Context: an optimization exercise on an open-source flow, tuned for small area. The choices shown serve that exercise and are no tape-out recipe.
The RTL was checked by simulation tests, not by an equivalence proof against the original design.
Power figures rest on the tool's default switching activity, not on a simulated workload.

## cedar
==> flow/design.v (excerpt) <==
module id_stage_pipe #(
  parameter int XLEN     = 32,
  parameter int NREG     = 32,
  parameter int STALL_CW = 16
) (
  input  logic                     clk,
  input  logic                     rst,
  input  logic                     if_valid,
  input  logic [31:0]              if_instr,
  input  logic [XLEN-1:0]          if_pc,
  output logic                     id_ready,
  input  logic                     ex_ready,
  input  logic                     flush,
  input  logic                     wb_en,
  input  logic [$clog2(NREG)-1:0]  wb_addr,
  input  logic [XLEN-1:0]          wb_data,
  output logic                     ex_valid,
  output logic [XLEN-1:0]          ex_pc,
  output logic [XLEN-1:0]          ex_rs_data,
  output logic [XLEN-1:0]          ex_rt_data,
  output logic [XLEN-1:0]          ex_imm,
  output logic [$clog2(NREG)-1:0]  ex_rd,
  output logic [5:0]               ex_func,
  output logic [2:0]               ex_alu_op,
  output logic                     ex_mem_read,
  output logic                     ex_mem_write,
  output logic                     ex_reg_write,
  output logic                     ex_mem_to_reg,
  output logic [STALL_CW-1:0]      stall_count
);
Size: roughly 1200 flip-flops, about 46000 µm² of cells after synthesis.
==> module id_stage_pipe, before the edit <==
module id_stage_pipe #(
  parameter int XLEN     = 32,
  parameter int NREG     = 32,
  parameter int STALL_CW = 16
) (
  input  logic                     clk,
  input  logic                     rst,
  input  logic                     if_valid,
  input  logic [31:0]              if_instr,
  input  logic [XLEN-1:0]          if_pc,
  output logic                     id_ready,
  input  logic                     ex_ready,
  input  logic                     flush,
  input  logic                     wb_en,
  input  logic [$clog2(NREG)-1:0]  wb_addr,
  input  logic [XLEN-1:0]          wb_data,
  output logic                     ex_valid,
  output logic [XLEN-1:0]          ex_pc,
  output logic [XLEN-1:0]          ex_rs_data,
  output logic [XLEN-1:0]          ex_rt_data,
  output logic [XLEN-1:0]          ex_imm,
  output logic [$clog2(NREG)-1:0]  ex_rd,
  output logic [5:0]               ex_func,
  output logic [2:0]               ex_alu_op,
  output logic                     ex_mem_read,
  output logic                     ex_mem_write,
  output logic                     ex_reg_write,
  output logic                     ex_mem_to_reg,
  output logic [STALL_CW-1:0]      stall_count
);
  localparam int AW = $clog2(NREG);
  logic [5:0]    opcode;
  logic [AW-1:0] rs_addr, rt_addr, rd_addr;
  assign opcode  = if_instr[31:26];
  assign rs_addr = if_instr[21 +: AW];
  assign rt_addr = if_instr[16 +: AW];
  assign rd_addr = if_instr[11 +: AW];
  logic unused_instr_bits;
  assign unused_instr_bits = ^if_instr[25:6];
  logic [NREG-1:1] wdec;    
  logic [NREG-1:1] sdec;    
  logic [NREG-1:1] tdec;    
  logic [NREG-1:1] vld;     
  logic [NREG-1:1] rdok;    
  logic [XLEN-1:0] regs [1:NREG-1];
  for (genvar i = 1; i < NREG; i++) begin : g_reg
    assign wdec[i] = wb_en && (wb_addr == AW'(i));
    assign sdec[i] = (rs_addr == AW'(i));
    assign tdec[i] = (rt_addr == AW'(i));
    assign rdok[i] = rst && vld[i] && !wdec[i];
    always_ff @(posedge clk) begin
      vld[i] <= rst && (vld[i] || wdec[i]);
    end
    always_ff @(posedge clk) begin
      if (wdec[i]) regs[i] <= wb_data;
    end
  end
  logic            byp_rs, byp_rt;
  logic [XLEN-1:0] rs_data, rt_data;
  assign byp_rs = rst && |(sdec & wdec);
  assign byp_rt = rst && |(tdec & wdec);
  logic [NREG-1:0] ssel, tsel;    
  assign ssel = {sdec & rdok, byp_rs};
  assign tsel = {tdec & rdok, byp_rt};
  logic [XLEN-1:0] rdat [NREG];
  always_comb begin
    rdat[0] = wb_data;
    for (int i = 1; i < NREG; i++) rdat[i] = regs[i];
  end
  for (genvar b = 0; b < XLEN; b++) begin : g_rd
    logic [NREG-1:0] col;
    for (genvar i = 0; i < NREG; i++) begin : g_col
      assign col[i] = rdat[i][b];
    end
    ao_sel32 u_rs (.d(col), .s(ssel), .y(rs_data[b]));
    ao_sel32 u_rt (.d(col), .s(tsel), .y(rt_data[b]));
  end
  logic is_r, is_addi, is_lw, is_sw, is_beq;
  assign is_r    = (opcode == 6'h00);
  assign is_addi = (opcode == 6'h08);
  assign is_lw   = (opcode == 6'h23);
  assign is_sw   = (opcode == 6'h2B);
  assign is_beq  = (opcode == 6'h04);
  logic          dec_rw, dec_x, dec_y;
  logic [AW-1:0] dec_dest;
  assign dec_rw   = is_r | is_addi | is_lw;
  assign dec_x    = is_r | is_beq;
  assign dec_y    = is_lw | is_sw;
  assign dec_dest = is_r ? rd_addr : ((is_addi | is_lw) ? rt_addr : '0);
  logic          c_rw, c_x, c_y;
  logic [15:0]   ex_imm_r;
  assign ex_mem_read   = c_rw & c_y;
  assign ex_mem_to_reg = c_rw & c_y;
  assign ex_mem_write  = ~c_rw & c_y;
  assign ex_reg_write  = c_rw;
  assign ex_alu_op     = {1'b0, c_rw & c_x, ~c_rw & c_x};
  assign ex_imm        = {{16{ex_imm_r[15]}}, ex_imm_r};
  assign ex_func       = ex_imm_r[5:0];
  logic rt_is_src, load_use;
  assign rt_is_src = is_r | is_sw | is_beq;
  assign load_use  = ex_valid && ex_mem_read && (ex_rd != '0) && if_valid &&
                     ((ex_rd == rs_addr) || ((ex_rd == rt_addr) && rt_is_src));
  assign id_ready = rst && (flush || (ex_ready && !load_use));
  logic ld;
  assign ld = rst && !flush && ex_ready && !load_use;
  always_ff @(posedge clk) begin
    if (!rst || ld) begin
      ex_pc      <= rst ? if_pc : '0;
      ex_imm_r   <= rst ? if_instr[15:0] : '0;
      ex_rs_data <= rs_data;
      ex_rt_data <= rt_data;
      ex_rd      <= rst ? dec_dest : '0;
      c_rw       <= rst && dec_rw;
      c_x        <= rst && dec_x;
      c_y        <= rst && dec_y;
    end
  end
  always_ff @(posedge clk) begin
    if (!rst)                    ex_valid <= 1'b0;
    else if (flush)              ex_valid <= 1'b0;
    else if (ex_ready)           ex_valid <= if_valid && !load_use;
  end
  always_ff @(posedge clk) begin
    if (!rst)
      stall_count <= '0;
    else if (!flush && ex_ready && load_use && stall_count != '1)
      stall_count <= stall_count + STALL_CW'(1);
  end
endmodule
clock: 5.0 ns
lec_check: 0
cap_margin: 0
core_margin: 2
core_utilization: 40
place_density: 0.45
slew_margin: 0
synth_hierarchical: 1
synth_minimum_keep_size: 0
standard.sh (not shown) runs the stock make flow with config.mk's settings and CLKGATE_MAP_FILE= SYNTH_SCRIPT=/design/flow/synth_recipe.tcl, a recipe that flattens the netlist after the stock synthesis.
==> flow/flow/run.sh <==
#!/bin/bash
# Standard ORFS layout, with two changes to how the layout is built:
#  - port buffers use the smallest buffer cell (buf_1) instead of ORFS's pick;
#  - clock tree synthesis uses clkbuf_8 with small sink clusters and adds no
#    dummy loads.
set -euo pipefail
bash standard.sh \
  BUFFER_PORTS_ARGS="-buffer_cell sky130_fd_sc_hd__buf_1" \
  CTS_ARGS="-sink_clustering_enable -repair_clock_nets -dont_use_dummy_load -buf_list sky130_fd_sc_hd__clkbuf_8 -sink_clustering_size 16 -sink_clustering_max_diameter 80" \
  finish > standard.log 2>&1
diff inputs: cedar => oak
--- a/flow/design.v
+++ b/flow/design.v
@@ -34,37 +34,47 @@
   assign opcode  = if_instr[31:26];
   assign rs_addr = if_instr[21 +: AW];
   assign rt_addr = if_instr[16 +: AW];
   assign rd_addr = if_instr[11 +: AW];
   logic unused_instr_bits;
   assign unused_instr_bits = ^if_instr[25:6];
+  logic [3:0]      w_hi, s_hi, t_hi;
+  logic [7:0]      w_lo, s_lo, t_lo;
   logic [NREG-1:1] wdec;    
-  logic [NREG-1:1] sdec;    
-  logic [NREG-1:1] tdec;    
   logic [NREG-1:1] vld;     
   logic [NREG-1:1] rdok;    
+  logic [NREG-1:0] ssel, tsel;    
   logic [XLEN-1:0] regs [1:NREG-1];
+  for (genvar k = 0; k < 4; k++) begin : g_hi
+    assign w_hi[k] = wb_en && (wb_addr[4:3] == 2'(k));
+    assign s_hi[k] = (rs_addr[4:3] == 2'(k));
+    assign t_hi[k] = (rt_addr[4:3] == 2'(k));
+  end
+  for (genvar k = 0; k < 8; k++) begin : g_lo
+    assign w_lo[k] = (wb_addr[2:0] == 3'(k));
+    assign s_lo[k] = (rs_addr[2:0] == 3'(k));
+    assign t_lo[k] = (rt_addr[2:0] == 3'(k));
+  end
   for (genvar i = 1; i < NREG; i++) begin : g_reg
-    assign wdec[i] = wb_en && (wb_addr == AW'(i));
-    assign sdec[i] = (rs_addr == AW'(i));
-    assign tdec[i] = (rt_addr == AW'(i));
+    and2g u_wd (.a(w_hi[i/8]), .b(w_lo[i%8]), .y(wdec[i]));
     assign rdok[i] = rst && vld[i] && !wdec[i];
+    and3g u_sd (.a(s_hi[i/8]), .b(s_lo[i%8]), .c(rdok[i]), .y(ssel[i]));
+    and3g u_td (.a(t_hi[i/8]), .b(t_lo[i%8]), .c(rdok[i]), .y(tsel[i]));
     always_ff @(posedge clk) begin
       vld[i] <= rst && (vld[i] || wdec[i]);
     end
     always_ff @(posedge clk) begin
       if (wdec[i]) regs[i] <= wb_data;
     end
   end
-  logic            byp_rs, byp_rt;
+  logic byp_rs_a, byp_rt_a;
+  assign byp_rs_a = rst && wb_en && (rs_addr != '0);
+  assign byp_rt_a = rst && wb_en && (rt_addr != '0);
+  and2g u_bs (.a(byp_rs_a), .b(wb_addr == rs_addr), .y(ssel[0]));
+  and2g u_bt (.a(byp_rt_a), .b(wb_addr == rt_addr), .y(tsel[0]));
   logic [XLEN-1:0] rs_data, rt_data;
-  assign byp_rs = rst && |(sdec & wdec);
-  assign byp_rt = rst && |(tdec & wdec);
-  logic [NREG-1:0] ssel, tsel;    
-  assign ssel = {sdec & rdok, byp_rs};
-  assign tsel = {tdec & rdok, byp_rt};
   logic [XLEN-1:0] rdat [NREG];
   always_comb begin
     rdat[0] = wb_data;
     for (int i = 1; i < NREG; i++) rdat[i] = regs[i];
   end
   for (genvar b = 0; b < XLEN; b++) begin : g_rd
@@ -124,12 +134,24 @@
     if (!rst)
       stall_count <= '0;
     else if (!flush && ex_ready && load_use && stall_count != '1)
       stall_count <= stall_count + STALL_CW'(1);
   end
 endmodule
+module and2g (
+  input  logic a, b,
+  output logic y
+);
+  assign y = a & b;
+endmodule
+module and3g (
+  input  logic a, b, c,
+  output logic y
+);
+  assign y = a & b & c;
+endmodule
 module aoi222 (
   input  logic a0, b0, a1, b1, a2, b2,
   output logic y
 );
   assign y = ~((a0 & b0) | (a1 & b1) | (a2 & b2));
 endmodule
Diff cedar..oak | setup-violating endpoint count in the final report | unchanged. Compared with cedar, oak is the less power-hungry design. Delta (oak minus cedar): maximum number of pins on one net before global-route repair now larger, actual transition at the worst max-transition pin now larger, non-clock buffer count now smaller, share of power burned in the clock network now larger, setup slack now larger. When oak is set beside cedar, its wire length of the first global-routing pass turns out to be 4.5% smaller. Diff cedar -> oak: worst hold slack now sits higher; critical path depth now sits lower.

========
Setup of the previous run:
Another version of the RTL of id_stage_pipe (not shown whole).
For scale: ~2700 cells after synthesis, about 1200 flip-flops, ~270 I/O pins.
==> flow/design.v (excerpt) <==
module id_stage_pipe #(
  parameter int XLEN     = 32,
  parameter int NREG     = 32,
  parameter int STALL_CW = 16
) (
  input  logic                     clk,
  input  logic                     rst,
  input  logic                     if_valid,
  input  logic [31:0]              if_instr,
  input  logic [XLEN-1:0]          if_pc,
  output logic                     id_ready,
  input  logic                     ex_ready,
  input  logic                     flush,
  input  logic                     wb_en,
  input  logic [$clog2(NREG)-1:0]  wb_addr,
  input  logic [XLEN-1:0]          wb_data,
  output logic                     ex_valid,
  output logic [XLEN-1:0]          ex_pc,
  output logic [XLEN-1:0]          ex_rs_data,
  output logic [XLEN-1:0]          ex_rt_data,
  output logic [XLEN-1:0]          ex_imm,
  output logic [$clog2(NREG)-1:0]  ex_rd,
  output logic [5:0]               ex_func,
  output logic [2:0]               ex_alu_op,
  output logic                     ex_mem_read,
  output logic                     ex_mem_write,
  output logic                     ex_reg_write,
  output logic                     ex_mem_to_reg,
  output logic [STALL_CW-1:0]      stall_count
);
==> module id_stage_pipe, before the edit <==
module id_stage_pipe #(
  parameter int XLEN     = 32,
  parameter int NREG     = 32,
  parameter int STALL_CW = 16
) (
  input  logic                     clk,
  input  logic                     rst,
  input  logic                     if_valid,
  input  logic [31:0]              if_instr,
  input  logic [XLEN-1:0]          if_pc,
  output logic                     id_ready,
  input  logic                     ex_ready,
  input  logic                     flush,
  input  logic                     wb_en,
  input  logic [$clog2(NREG)-1:0]  wb_addr,
  input  logic [XLEN-1:0]          wb_data,
  output logic                     ex_valid,
  output logic [XLEN-1:0]          ex_pc,
  output logic [XLEN-1:0]          ex_rs_data,
  output logic [XLEN-1:0]          ex_rt_data,
  output logic [XLEN-1:0]          ex_imm,
  output logic [$clog2(NREG)-1:0]  ex_rd,
  output logic [5:0]               ex_func,
  output logic [2:0]               ex_alu_op,
  output logic                     ex_mem_read,
  output logic                     ex_mem_write,
  output logic                     ex_reg_write,
  output logic                     ex_mem_to_reg,
  output logic [STALL_CW-1:0]      stall_count
);
  localparam int AW = $clog2(NREG);
  logic [5:0]    opcode;
  logic [AW-1:0] rs_addr, rt_addr, rd_addr;
  assign opcode  = if_instr[31:26];
  assign rs_addr = if_instr[21 +: AW];
  assign rt_addr = if_instr[16 +: AW];
  assign rd_addr = if_instr[11 +: AW];
  logic unused_instr_bits;
  assign unused_instr_bits = ^if_instr[25:6];
  logic [3:0]      w_hi, s_hi, t_hi;
  logic [7:0]      w_lo, s_lo, t_lo;
  logic [NREG-1:1] wdec;    
  logic [NREG-1:1] vld;     
  logic [NREG-1:1] rdok;    
  logic [NREG-1:0] ssel_lo, tsel_lo, ssel_hi, tsel_hi;   
  logic [XLEN-1:0] regs [1:NREG-1];
  for (genvar k = 0; k < 4; k++) begin : g_hi
    assign w_hi[k] = wb_en && (wb_addr[4:3] == 2'(k));
    assign s_hi[k] = (rs_addr[4:3] == 2'(k));
    assign t_hi[k] = (rt_addr[4:3] == 2'(k));
  end
  for (genvar k = 0; k < 8; k++) begin : g_lo
    assign w_lo[k] = (wb_addr[2:0] == 3'(k));
    assign s_lo[k] = (rs_addr[2:0] == 3'(k));
    assign t_lo[k] = (rt_addr[2:0] == 3'(k));
  end
  for (genvar i = 1; i < NREG; i++) begin : g_reg
    and2g u_wd (.a(w_hi[i/8]), .b(w_lo[i%8]), .y(wdec[i]));
    assign rdok[i] = rst && vld[i] && !wdec[i];
    and3g u_sd0 (.a(s_hi[i/8]), .b(s_lo[i%8]), .c(rdok[i]), .y(ssel_lo[i]));
    and3g u_sd1 (.a(s_hi[i/8]), .b(s_lo[i%8]), .c(rdok[i]), .y(ssel_hi[i]));
    and3g u_td0 (.a(t_hi[i/8]), .b(t_lo[i%8]), .c(rdok[i]), .y(tsel_lo[i]));
    and3g u_td1 (.a(t_hi[i/8]), .b(t_lo[i%8]), .c(rdok[i]), .y(tsel_hi[i]));
    always_ff @(posedge clk) begin
      vld[i] <= rst && (vld[i] || wdec[i]);
    end
    always_ff @(posedge clk) begin
      if (wdec[i]) regs[i] <= wb_data;
    end
  end
  logic byp_rs_a, byp_rt_a;
  assign byp_rs_a = rst && wb_en && (rs_addr != '0);
  assign byp_rt_a = rst && wb_en && (rt_addr != '0);
  logic byp_rs_b, byp_rt_b;
  assign byp_rs_b = (wb_addr == rs_addr);
  assign byp_rt_b = (wb_addr == rt_addr);
  and2g u_bs0 (.a(byp_rs_a), .b(byp_rs_b), .y(ssel_lo[0]));
  and2g u_bs1 (.a(byp_rs_a), .b(byp_rs_b), .y(ssel_hi[0]));
  and2g u_bt0 (.a(byp_rt_a), .b(byp_rt_b), .y(tsel_lo[0]));
  and2g u_bt1 (.a(byp_rt_a), .b(byp_rt_b), .y(tsel_hi[0]));
  logic [XLEN-1:0] rs_data, rt_data;
  logic [XLEN-1:0] rdat [NREG];
  always_comb begin
    rdat[0] = wb_data;
    for (int i = 1; i < NREG; i++) rdat[i] = regs[i];
  end
  for (genvar b = 0; b < XLEN; b++) begin : g_rd
    logic [NREG-1:0] col;
    for (genvar i = 0; i < NREG; i++) begin : g_col
      assign col[i] = rdat[i][b];
    end
    if (b < XLEN/2) begin : g_lo_half
      ao_sel32 u_rs (.d(col), .s(ssel_lo), .y(rs_data[b]));
      ao_sel32 u_rt (.d(col), .s(tsel_lo), .y(rt_data[b]));
    end else begin : g_hi_half
      ao_sel32 u_rs (.d(col), .s(ssel_hi), .y(rs_data[b]));
      ao_sel32 u_rt (.d(col), .s(tsel_hi), .y(rt_data[b]));
    end
  end
  logic is_r, is_addi, is_lw, is_sw, is_beq;
  assign is_r    = (opcode == 6'h00);
  assign is_addi = (opcode == 6'h08);
  assign is_lw   = (opcode == 6'h23);
  assign is_sw   = (opcode == 6'h2B);
  assign is_beq  = (opcode == 6'h04);
  logic          dec_rw, dec_x, dec_y;
  logic [AW-1:0] dec_dest;
  assign dec_rw   = is_r | is_addi | is_lw;
  assign dec_x    = is_r | is_beq;
  assign dec_y    = is_lw | is_sw;
  assign dec_dest = is_r ? rd_addr : ((is_addi | is_lw) ? rt_addr : '0);
  logic          c_rw, c_x, c_y;
  logic [15:0]   ex_imm_r;
  assign ex_mem_read   = c_rw & c_y;
  assign ex_mem_to_reg = c_rw & c_y;
  assign ex_mem_write  = ~c_rw & c_y;
  assign ex_reg_write  = c_rw;
  assign ex_alu_op     = {1'b0, c_rw & c_x, ~c_rw & c_x};
  assign ex_imm        = {{16{ex_imm_r[15]}}, ex_imm_r};
  assign ex_func       = ex_imm_r[5:0];
  logic rt_is_src, load_use;
  assign rt_is_src = is_r | is_sw | is_beq;
  assign load_use  = ex_valid && ex_mem_read && (ex_rd != '0) && if_valid &&
                     ((ex_rd == rs_addr) || ((ex_rd == rt_addr) && rt_is_src));
  assign id_ready = rst && (flush || (ex_ready && !load_use));
  logic ld;
  assign ld = rst && !flush && ex_ready && !load_use;
  always_ff @(posedge clk) begin
    if (!rst || ld) begin
      ex_pc      <= rst ? if_pc : '0;
      ex_imm_r   <= rst ? if_instr[15:0] : '0;
      ex_rs_data <= rs_data;
      ex_rt_data <= rt_data;
      ex_rd      <= rst ? dec_dest : '0;
      c_rw       <= rst && dec_rw;
      c_x        <= rst && dec_x;
      c_y        <= rst && dec_y;
    end
  end
  always_ff @(posedge clk) begin
    if (!rst)                    ex_valid <= 1'b0;
    else if (flush)              ex_valid <= 1'b0;
    else if (ex_ready)           ex_valid <= if_valid && !load_use;
  end
  always_ff @(posedge clk) begin
    if (!rst)
      stall_count <= '0;
    else if (!flush && ex_ready && load_use && stall_count != '1)
      stall_count <= stall_count + STALL_CW'(1);
  end
endmodule
==> flow/config.mk <==
export PLATFORM = sky130hd
export DESIGN_NAME = id_stage_pipe
export DESIGN_NICKNAME = id_stage_pipe
export VERILOG_FILES = /design/flow/design.v
export SDC_FILE = /design/flow/constraint.sdc
export NUM_CORES = 4
export LEC_CHECK = 0
export CAP_MARGIN = 0
export CORE_MARGIN = 2
export CORE_UTILIZATION = 50
export PLACE_DENSITY = 0.6
export SLEW_MARGIN = 0
export SYNTH_HIERARCHICAL = 1
export SYNTH_MINIMUM_KEEP_SIZE = 0
==> flow/constraint.sdc <==
create_clock -name core_clock -period 5.0 [get_ports {clk}]
set_input_delay 1.0000 -clock core_clock [delete_from_list [all_inputs] [get_ports {clk}]]
set_output_delay 1.0000 -clock core_clock [all_outputs]
set_load 0.01 [all_outputs]
==> flow/flow/run.sh <==
#!/bin/bash
# Standard ORFS layout (standard synthesis), with these changes to how the
# layout is built:
#  - before global placement, flow/downsize.tcl gives the single-load a22oi_2
#    gates the smallest size (a22oi_1);
#  - port buffers use the smallest buffer cell (buf_1) instead of ORFS's pick;
#  - clock tree synthesis uses clkbuf_8 leaf clusters of up to 16 sinks and
#    adds no dummy loads.
set -euo pipefail
bash standard.sh \
  PRE_GLOBAL_PLACE_TCL="$PWD/flow/downsize.tcl" \
  BUFFER_PORTS_ARGS="-buffer_cell sky130_fd_sc_hd__buf_1" \
  CTS_ARGS="-sink_clustering_enable -repair_clock_nets -dont_use_dummy_load -buf_list sky130_fd_sc_hd__clkbuf_8 -sink_clustering_size 16 -sink_clustering_max_diameter 80" \
  finish > standard.log 2>&1
==> flow/flow/downsize.tcl <==
# Before global placement: the read-port AND-OR-INVERT gates that synthesis
# mapped to a22oi_2 each drive a single gate input, so they take the
# smallest size of the same cell (a22oi_1).
set n 0
foreach inst [get_cells -hierarchical *] {
  if {[get_property $inst ref_name] ne "sky130_fd_sc_hd__a22oi_2"} { continue }
  set out [get_pins -of_objects $inst -filter "direction==output"]
  set loads [get_pins -of_objects [get_nets -of_objects $out] -filter "direction==input"]
  if {[llength $loads] <= 2} {
    replace_cell $inst sky130_fd_sc_hd__a22oi_1
    incr n
  }
}
puts "downsize: $n a22oi_2 cells replaced by a22oi_1"
Both conditions hold for the previous run: the flow ran to the end and the final layout passed the timing, DRC and antenna checks.
What the current run does differently from the previous run at the input level:
==> flow/design.v, changed modules only <==
module id_stage_pipe #(
  parameter int XLEN     = 32,
  parameter int NREG     = 32,
  parameter int STALL_CW = 16
) (
  input  logic                     clk,
  input  logic                     rst,
  input  logic                     if_valid,
  input  logic [31:0]              if_instr,
  input  logic [XLEN-1:0]          if_pc,
  output logic                     id_ready,
  input  logic                     ex_ready,
  input  logic                     flush,
  input  logic                     wb_en,
  input  logic [$clog2(NREG)-1:0]  wb_addr,
  input  logic [XLEN-1:0]          wb_data,
  output logic                     ex_valid,
  output logic [XLEN-1:0]          ex_pc,
  output logic [XLEN-1:0]          ex_rs_data,
  output logic [XLEN-1:0]          ex_rt_data,
  output logic [XLEN-1:0]          ex_imm,
  output logic [$clog2(NREG)-1:0]  ex_rd,
  output logic [5:0]               ex_func,
  output logic [2:0]               ex_alu_op,
  output logic                     ex_mem_read,
  output logic                     ex_mem_write,
  output logic                     ex_reg_write,
  output logic                     ex_mem_to_reg,
  output logic [STALL_CW-1:0]      stall_count
);
  localparam int AW = $clog2(NREG);
  logic [5:0]    opcode;
  logic [AW-1:0] rs_addr, rt_addr, rd_addr;
  assign opcode  = if_instr[31:26];
  assign rs_addr = if_instr[21 +: AW];
  assign rt_addr = if_instr[16 +: AW];
  assign rd_addr = if_instr[11 +: AW];
  logic unused_instr_bits;
  assign unused_instr_bits = ^if_instr[25:6];
  logic [3:0]      w_hi, s_hi, t_hi;
  logic [7:0]      w_lo, s_lo, t_lo;
  logic [NREG-1:1] wdec;    
  logic [NREG-1:1] vld;     
  logic [NREG-1:1] rdok;    
  logic [NREG-1:0] ssel, tsel;    
  logic [XLEN-1:0] regs [1:NREG-1];
  for (genvar k = 0; k < 4; k++) begin : g_hi
    assign w_hi[k] = wb_en && (wb_addr[4:3] == 2'(k));
    assign s_hi[k] = (rs_addr[4:3] == 2'(k));
    assign t_hi[k] = (rt_addr[4:3] == 2'(k));
  end
  for (genvar k = 0; k < 8; k++) begin : g_lo
    assign w_lo[k] = (wb_addr[2:0] == 3'(k));
    assign s_lo[k] = (rs_addr[2:0] == 3'(k));
    assign t_lo[k] = (rt_addr[2:0] == 3'(k));
  end
  for (genvar i = 1; i < NREG; i++) begin : g_reg
    and2g u_wd (.a(w_hi[i/8]), .b(w_lo[i%8]), .y(wdec[i]));
    assign rdok[i] = rst && vld[i] && !wdec[i];
    and3g u_sd (.a(s_hi[i/8]), .b(s_lo[i%8]), .c(rdok[i]), .y(ssel[i]));
    and3g u_td (.a(t_hi[i/8]), .b(t_lo[i%8]), .c(rdok[i]), .y(tsel[i]));
    always_ff @(posedge clk) begin
      vld[i] <= rst && (vld[i] || wdec[i]);
    end
    always_ff @(posedge clk) begin
      if (wdec[i]) regs[i] <= wb_data;
    end
  end
  logic byp_rs_a, byp_rt_a;
  assign byp_rs_a = rst && wb_en && (rs_addr != '0);
  assign byp_rt_a = rst && wb_en && (rt_addr != '0);
  and2g u_bs (.a(byp_rs_a), .b(wb_addr == rs_addr), .y(ssel[0]));
  and2g u_bt (.a(byp_rt_a), .b(wb_addr == rt_addr), .y(tsel[0]));
  logic [XLEN-1:0] rs_data, rt_data;
  logic [XLEN-1:0] rdat [NREG];
  always_comb begin
    rdat[0] = wb_data;
    for (int i = 1; i < NREG; i++) rdat[i] = regs[i];
  end
  for (genvar b = 0; b < XLEN; b++) begin : g_rd
    logic [NREG-1:0] col;
    for (genvar i = 0; i < NREG; i++) begin : g_col
      assign col[i] = rdat[i][b];
    end
    ao_sel32 u_rs (.d(col), .s(ssel), .y(rs_data[b]));
    ao_sel32 u_rt (.d(col), .s(tsel), .y(rt_data[b]));
  end
  logic is_r, is_addi, is_lw, is_sw, is_beq;
  assign is_r    = (opcode == 6'h00);
  assign is_addi = (opcode == 6'h08);
  assign is_lw   = (opcode == 6'h23);
  assign is_sw   = (opcode == 6'h2B);
  assign is_beq  = (opcode == 6'h04);
  logic          dec_rw, dec_x, dec_y;
  logic [AW-1:0] dec_dest;
  assign dec_rw   = is_r | is_addi | is_lw;
  assign dec_x    = is_r | is_beq;
  assign dec_y    = is_lw | is_sw;
  assign dec_dest = is_r ? rd_addr : ((is_addi | is_lw) ? rt_addr : '0);
  logic          c_rw, c_x, c_y;
  logic [15:0]   ex_imm_r;
  assign ex_mem_read   = c_rw & c_y;
  assign ex_mem_to_reg = c_rw & c_y;
  assign ex_mem_write  = ~c_rw & c_y;
  assign ex_reg_write  = c_rw;
  assign ex_alu_op     = {1'b0, c_rw & c_x, ~c_rw & c_x};
  assign ex_imm        = {{16{ex_imm_r[15]}}, ex_imm_r};
  assign ex_func       = ex_imm_r[5:0];
  logic rt_is_src, load_use;
  assign rt_is_src = is_r | is_sw | is_beq;
  assign load_use  = ex_valid && ex_mem_read && (ex_rd != '0) && if_valid &&
                     ((ex_rd == rs_addr) || ((ex_rd == rt_addr) && rt_is_src));
  assign id_ready = rst && (flush || (ex_ready && !load_use));
  logic ld;
  assign ld = rst && !flush && ex_ready && !load_use;
  always_ff @(posedge clk) begin
    if (!rst || ld) begin
      ex_pc      <= rst ? if_pc : '0;
      ex_imm_r   <= rst ? if_instr[15:0] : '0;
      ex_rs_data <= rs_data;
      ex_rt_data <= rt_data;
      ex_rd      <= rst ? dec_dest : '0;
      c_rw       <= rst && dec_rw;
      c_x        <= rst && dec_x;
      c_y        <= rst && dec_y;
    end
  end
  always_ff @(posedge clk) begin
    if (!rst)                    ex_valid <= 1'b0;
    else if (flush)              ex_valid <= 1'b0;
    else if (ex_ready)           ex_valid <= if_valid && !load_use;
  end
  always_ff @(posedge clk) begin
    if (!rst)
      stall_count <= '0;
    else if (!flush && ex_ready && load_use && stall_count != '1)
      stall_count <= stall_count + STALL_CW'(1);
  end
endmodule
==> run notes <==
Between the current run and the previous run, the difference in post-route total power is negligible.
On share of layout cells above drive strength 1, the higher figure sits with the current run, not the previous run.
Of the current run and the previous run, it is the current run that has the higher met3 layer usage reported by global route.
Internal power consumption: the previous run vs the current run, no meaningful difference
Between the current run and the previous run, the clock power does not differ in any meaningful way.
Of the two values seen for timing startpoint of the critical path, if_instr[16] was produced by the previous run and if_instr[18] by the current run.
Compared with the previous run, in the current run well tap count fell 57; minimum setup slack in the final design rose 140 ps.
The global-route wire length before repair of the current run exceeds that of the previous run by 6.9%.
Going from the previous run to the current run, met1 layer usage reported by global route shows an increase of 0.70 points, non-filler instance count after layout shows a reduction of 75, area occupied by multi-input gates shows a reduction of 3.1%.
Largest fanout of any net on the critical path: the previous run vs the current run identical
The final area of the current run and that of the previous run are within noise of each other.

-- separate check: timing with driven ports --
In the flow no input, the clock included, has a driving cell. The finished layouts below were timed again as built, in two steps.
Step 1, drivers: a clkbuf_16 drives clk and a buf_2 each remaining input, both assumed.
Step 2 also shifts input and output timing later by t, the mid clock arrival at the registers, as if the neighbouring blocks saw the same clock.
Three values: no drivers, after step 1, after step 2; two values: the first two.
run | t (ns) | setup WS [ns] | worst setup path after step 2 | clock arrival spread, ns | worst slew at a driven data input, ns
cedar | 0.828 | 0.623 / 0.592 / 0.238 | input to register | 0.092 / 0.092 | 0.10
oak | 0.828 | 0.885 / 0.857 / 0.299 | input to register | 0.087 / 0.086 | 0.06
the previous run | 0.791 | 0.775 / 0.739 / 0.143 | input to register | 0.072 / 0.073 | 0.11
the current run | 0.798 | 0.912 / 0.882 / 0.562 | input to register | 0.123 / 0.123 | 0.16
After both steps setup and hold are still met in every run listed. The setup slack of the previous run, which loses most, moves by -0.036 ns with the drivers and by -0.632 ns with both steps.
